Source: an optimization exercise on an open RTL-to-GDS flow (aim: small area). Production flows keep margins and buffers that such runs may drop. The RTL was checked by simulation tests, not by an equivalence proof against the original design. No driver is modelled on the clock port, so clocking that relies on it looks cheaper here than on a real chip. Power is estimated from default activity; no workload was simulated.

Setup of job 6961:
==> flow/design.v (excerpt) <==
module prize_field (
	input  logic        clk,
	input  logic        resetN,
	input  logic [10:0] pixel_x,
	input  logic [10:0] pixel_y,
	input  logic [10:0] player_x,
	input  logic [10:0] player_y,
	input  logic        prize_hit,
	input  logic        block_hit,
	input  logic [3:0]  hit_edge,
	input  logic        level,
	input  logic        next_level,
	input  logic        player_alive,
	input  logic [9:0]  random_bits,
	output logic        draw,
	output logic [2:0]  prize_kind,
	output logic [10:0] tile_left,
	output logic [10:0] tile_top,
	output logic [1:0]  color_variant
);
	logic rl, nrl, lv, ld0, ld1;
	assign rl  = !resetN || next_level || !player_alive;
	assign nrl = !rl;
	assign lv  = resetN && level;
	assign ld0 = rl && !lv;
	assign ld1 = rl && lv;
	logic lvq;
	always_ff @(posedge clk) lvq <= rl ? lv : lvq;
	logic [9:0] q_col;
	logic [6:0] q_row;
	logic       q_hi;
	logic [6:0] take_row;
	logic [6:0] bump_row;
	always_comb begin
		for (int c = 0; c < 10; c++) q_col[c] = (player_x[9:6] == 4'(c));
		for (int r = 0; r < 7; r++) q_row[r] = (player_y[8:6] == 3'(r));
	end
	assign q_hi = !player_x[10] && (player_y[10:9] == 2'b00);
	assign take_row = {7{prize_hit && nrl && q_hi}} & q_row;
	assign bump_row = {7{block_hit && (hit_edge == 4'b0100) && !prize_hit && nrl && q_hi}} & q_row;
  ...
clock: 5.0 ns
lec_check: 0
cap_margin: 0
core_margin: 2
core_utilization: 55
gpl_timing_driven: 0
slew_margin: 0
standard.sh (not shown) runs the stock make flow with config.mk's settings and CLKGATE_MAP_FILE= SYNTH_SCRIPT=/design/flow/synth_recipe.tcl, a recipe that flattens the netlist after the stock synthesis.
==> flow/flow/run.sh <==
#!/bin/bash
# The standard layout (standard.sh), with three changes:
#  - synthesis maps the logic with an area-oriented ABC script (synth.tcl,
#    area.abc); flip-flops are mapped as in the standard synthesis;
#  - port buffers are buf_1;
#  - the clock tree uses small clock buffers and no dummy loads.
# Each make step's full log stays under orfs/logs/; the make output as a
# whole goes to make.log here.
set -euo pipefail
here=$(pwd)
# The platform's don't-use cells, and very large cells that timing repair
# would otherwise pick for the one high-fanout net (given on the make command
# line, since ORFS re-runs make for each step without the environment's
# additions to this list).
dont_use="sky130_fd_sc_hd__probe_p_8 sky130_fd_sc_hd__probec_p_8 sky130_fd_sc_hd__lpflow_bleeder_1 sky130_fd_sc_hd__lpflow_clkbufkapwr_1 sky130_fd_sc_hd__lpflow_clkbufkapwr_16 sky130_fd_sc_hd__lpflow_clkbufkapwr_2 sky130_fd_sc_hd__lpflow_clkbufkapwr_4 sky130_fd_sc_hd__lpflow_clkbufkapwr_8 sky130_fd_sc_hd__lpflow_clkinvkapwr_1 sky130_fd_sc_hd__lpflow_clkinvkapwr_16 sky130_fd_sc_hd__lpflow_clkinvkapwr_2 sky130_fd_sc_hd__lpflow_clkinvkapwr_4 sky130_fd_sc_hd__lpflow_clkinvkapwr_8 sky130_fd_sc_hd__lpflow_decapkapwr_12 sky130_fd_sc_hd__lpflow_decapkapwr_3 sky130_fd_sc_hd__lpflow_decapkapwr_4 sky130_fd_sc_hd__lpflow_decapkapwr_6 sky130_fd_sc_hd__lpflow_decapkapwr_8 sky130_fd_sc_hd__lpflow_inputiso0n_1 sky130_fd_sc_hd__lpflow_inputiso0p_1 sky130_fd_sc_hd__lpflow_inputiso1n_1 sky130_fd_sc_hd__lpflow_inputiso1p_1 sky130_fd_sc_hd__lpflow_inputisolatch_1 sky130_fd_sc_hd__lpflow_isobufsrc_1 sky130_fd_sc_hd__lpflow_isobufsrc_16 sky130_fd_sc_hd__lpflow_isobufsrc_2 sky130_fd_sc_hd__lpflow_isobufsrc_4 sky130_fd_sc_hd__lpflow_isobufsrc_8 sky130_fd_sc_hd__lpflow_isobufsrckapwr_16 sky130_fd_sc_hd__lpflow_lsbuf_lh_hl_isowell_tap_1 sky130_fd_sc_hd__lpflow_lsbuf_lh_hl_isowell_tap_2 sky130_fd_sc_hd__lpflow_lsbuf_lh_hl_isowell_tap_4 sky130_fd_sc_hd__lpflow_lsbuf_lh_isowell_4 sky130_fd_sc_hd__lpflow_lsbuf_lh_isowell_tap_1 sky130_fd_sc_hd__lpflow_lsbuf_lh_isowell_tap_2 sky130_fd_sc_hd__lpflow_lsbuf_lh_isowell_tap_4 sky130_fd_sc_hd__buf_12 sky130_fd_sc_hd__buf_16 sky130_fd_sc_hd__buf_6 sky130_fd_sc_hd__buf_8 sky130_fd_sc_hd__bufbuf_16 sky130_fd_sc_hd__bufbuf_8 sky130_fd_sc_hd__bufinv_16 sky130_fd_sc_hd__bufinv_8 sky130_fd_sc_hd__clkbuf_16 sky130_fd_sc_hd__clkbuf_8 sky130_fd_sc_hd__clkinv_16 sky130_fd_sc_hd__clkinv_8 sky130_fd_sc_hd__ebufn_8 sky130_fd_sc_hd__einvn_8 sky130_fd_sc_hd__einvp_8 sky130_fd_sc_hd__inv_12 sky130_fd_sc_hd__inv_16 sky130_fd_sc_hd__inv_6 sky130_fd_sc_hd__inv_8 sky130_fd_sc_hd__mux2_8 sky130_fd_sc_hd__nand2_8 sky130_fd_sc_hd__nor2_8"
export SYNTH_INSBUF=0
export AREA_ABC_SCRIPT=$here/flow/area.abc
export BUFFER_PORTS_ARGS="-buffer_cell sky130_fd_sc_hd__buf_1"
export CTS_ARGS="-sink_clustering_enable -repair_clock_nets -dont_use_dummy_load -buf_list {sky130_fd_sc_hd__clkbuf_8}"
bash standard.sh SYNTH_SCRIPT=$here/flow/synth.tcl SKIP_REPAIR_TIE_FANOUT=1 DONT_USE_CELLS="$dont_use" finish > make.log 2>&1
Other scripts of this flow, unchanged in this note and not shown: flow/flow/area.abc, flow/flow/synth.tcl
To summarise job 6961: no stage aborted, but the layout did not pass its checks, failing on max-capacitance violations, max-slew violations.
Modified inputs, job 1971 compared to job 6961
diff --git a/flow/config.mk b/flow/config.mk
--- a/flow/config.mk
+++ b/flow/config.mk
@@ -7,3 +7,3 @@
 export LEC_CHECK = 0
-export CAP_MARGIN = 0
+export CAP_MARGIN = 10
 export CORE_MARGIN = 2
@@ -11,2 +11,3 @@
 export GPL_TIMING_DRIVEN = 0
-export SLEW_MARGIN = 0
+export PLACE_DENSITY = 0.75
+export SLEW_MARGIN = 10
### Flow results
- Job 1971 went all the way through synthesis, placement and routing and the layout is clean on timing, DRC and antenna.
- Job 6961 → job 1971: clock buffer and inverter area fraction after layout comparable; post-layout worst setup margin went up by 180 ps.
- In job 1971 the worst-margin pin slew turned out 180 ps lower than in job 6961.
- Longest individual stage delay on the worst path: job 1971 < job 6961
- Relative to job 6961, job 1971 degrades final area.
- Share of final-layout standard cells stronger than drive strength 1 (higher): job 1971
- Compared with job 6961, in job 1971 average via count per standard cell now smaller, power comparable.
- The detailed-route wire length in job 6961 is 1.06 times that in job 1971.
## Diff of input files: job 3593 against job 1971
diff --git a/flow/flow/run.sh b/flow/flow/run.sh
--- a/flow/flow/run.sh
+++ b/flow/flow/run.sh
@@ -5,3 +5,4 @@
 #  - port buffers are buf_1;
-#  - the clock tree uses small clock buffers and no dummy loads.
+#  - the clock tree uses small clock buffers and no dummy loads, and
+#    clock buffers with too slow an output edge are upsized (cts_fix.tcl).
 # Each make step's full log stays under orfs/logs/; the make output as a
@@ -18,3 +19,5 @@
 export BUFFER_PORTS_ARGS="-buffer_cell sky130_fd_sc_hd__buf_1"
-export CTS_ARGS="-sink_clustering_enable -repair_clock_nets -dont_use_dummy_load -buf_list {sky130_fd_sc_hd__clkbuf_8}"
+export CTS_ARGS="-sink_clustering_enable -repair_clock_nets -dont_use_dummy_load -buf_list {sky130_fd_sc_hd__clkbuf_4}"
+# Clock buffers that leave too slow a clock edge are then upsized.
+export POST_CTS_TCL=$here/flow/cts_fix.tcl
 bash standard.sh SYNTH_SCRIPT=$here/flow/synth.tcl SKIP_REPAIR_TIE_FANOUT=1 DONT_USE_CELLS="$dont_use" finish > make.log 2>&1
==> flow/flow/cts_fix.tcl (new file) <==
proc cts_fix_slews {target} {
  set sizes {sky130_fd_sc_hd__clkbuf_1 sky130_fd_sc_hd__clkbuf_2 sky130_fd_sc_hd__clkbuf_4 sky130_fd_sc_hd__clkbuf_8 sky130_fd_sc_hd__clkbuf_16}
  set block [ord::get_db_block]
  for {set pass 0} {$pass < 3} {incr pass} {
    estimate_parasitics -placement
    set changed 0
    foreach inst [$block getInsts] {
      set m [[$inst getMaster] getName]
      set i [lsearch -exact $sizes $m]
      if {$i < 0 || $i == [llength $sizes] - 1} { continue }
      set out [$inst findITerm X]
      set net [$out getNet]
      if {$net eq "NULL" || [$net getSigType] ne "CLOCK"} { continue }
      set s [get_property [get_pins [$inst getName]/X] slew_max]
      if {$s > $target} {
        set new [lindex $sizes [expr {$i + 1}]]
        puts "cts_fix: [$inst getName] $m -> $new (slew [format %.3f $s] ns)"
        replace_cell [get_cells [$inst getName]] $new
        incr changed
      }
    }
    if {$changed == 0} { break }
  }
  detailed_placement
  estimate_parasitics -placement
}
cts_fix_slews 0.110
diff --git a/flow/config.mk b/flow/config.mk
--- a/flow/config.mk
+++ b/flow/config.mk
@@ -11,3 +11,2 @@
 export GPL_TIMING_DRIVEN = 0
-export PLACE_DENSITY = 0.75
 export SLEW_MARGIN = 10
==> comparison <==
- Against job 1971, design area in job 3593 rose slightly.
- Job 1971 and job 3593 ended up with roughly the same post-route non-filler standard cell count.
- Job 1971 leaves less setup margin than job 3593.
- The higher count of vias placed by the detailed router of job 1971 and job 3593 is in job 3593.
- HPWL after detailed placement in job 3593 is 7.8% higher than in job 1971
- A capturing element of the worst setup path of a_col[1]$_DFF_P_ is what job 3593 shows, while a_col[3]$_DFF_P_ belongs to job 1971.
- Against job 1971 as the reference, job 3593 delivers a higher multi-input combinational area share.
- Going from job 1971 to job 3593, fmax went up by 13 MHz, fraction of power consumed by combinational cells moved up.

afterwards: timing with drivers on the ports:
No port has a modelled driver above. Below, the same layouts with a new extraction and two added sets of constraints. Step 1 sets driving cells, clkbuf_16 on the clock port and buf_2 on the other inputs (assumed; they add their load-dependent delay and slew). Step 2 also shifts input and output timing later by t, the mid clock arrival at the registers, as if the neighbouring blocks saw the same clock. a / b / c = ideal / step 1 / step 2; a / b = the first two.
run | t, ns | setup slack, ns | worst register clock-pin slew, ns | cell pins on the clock port's net
job 6961 | 0.395 | 1.127 / 1.140 / 0.745 | 0.11 / 0.11 | 1
job 1971 | 0.390 | 1.305 / 1.309 / 0.919 | 0.10 / 0.10 | 1
job 3593 | 0.362 | 1.472 / 1.488 / 1.126 | 0.11 / 0.11 | 1
The setup slack of job 1971, which loses most, moves by +0.004 ns with the drivers and by -0.386 ns with both steps.
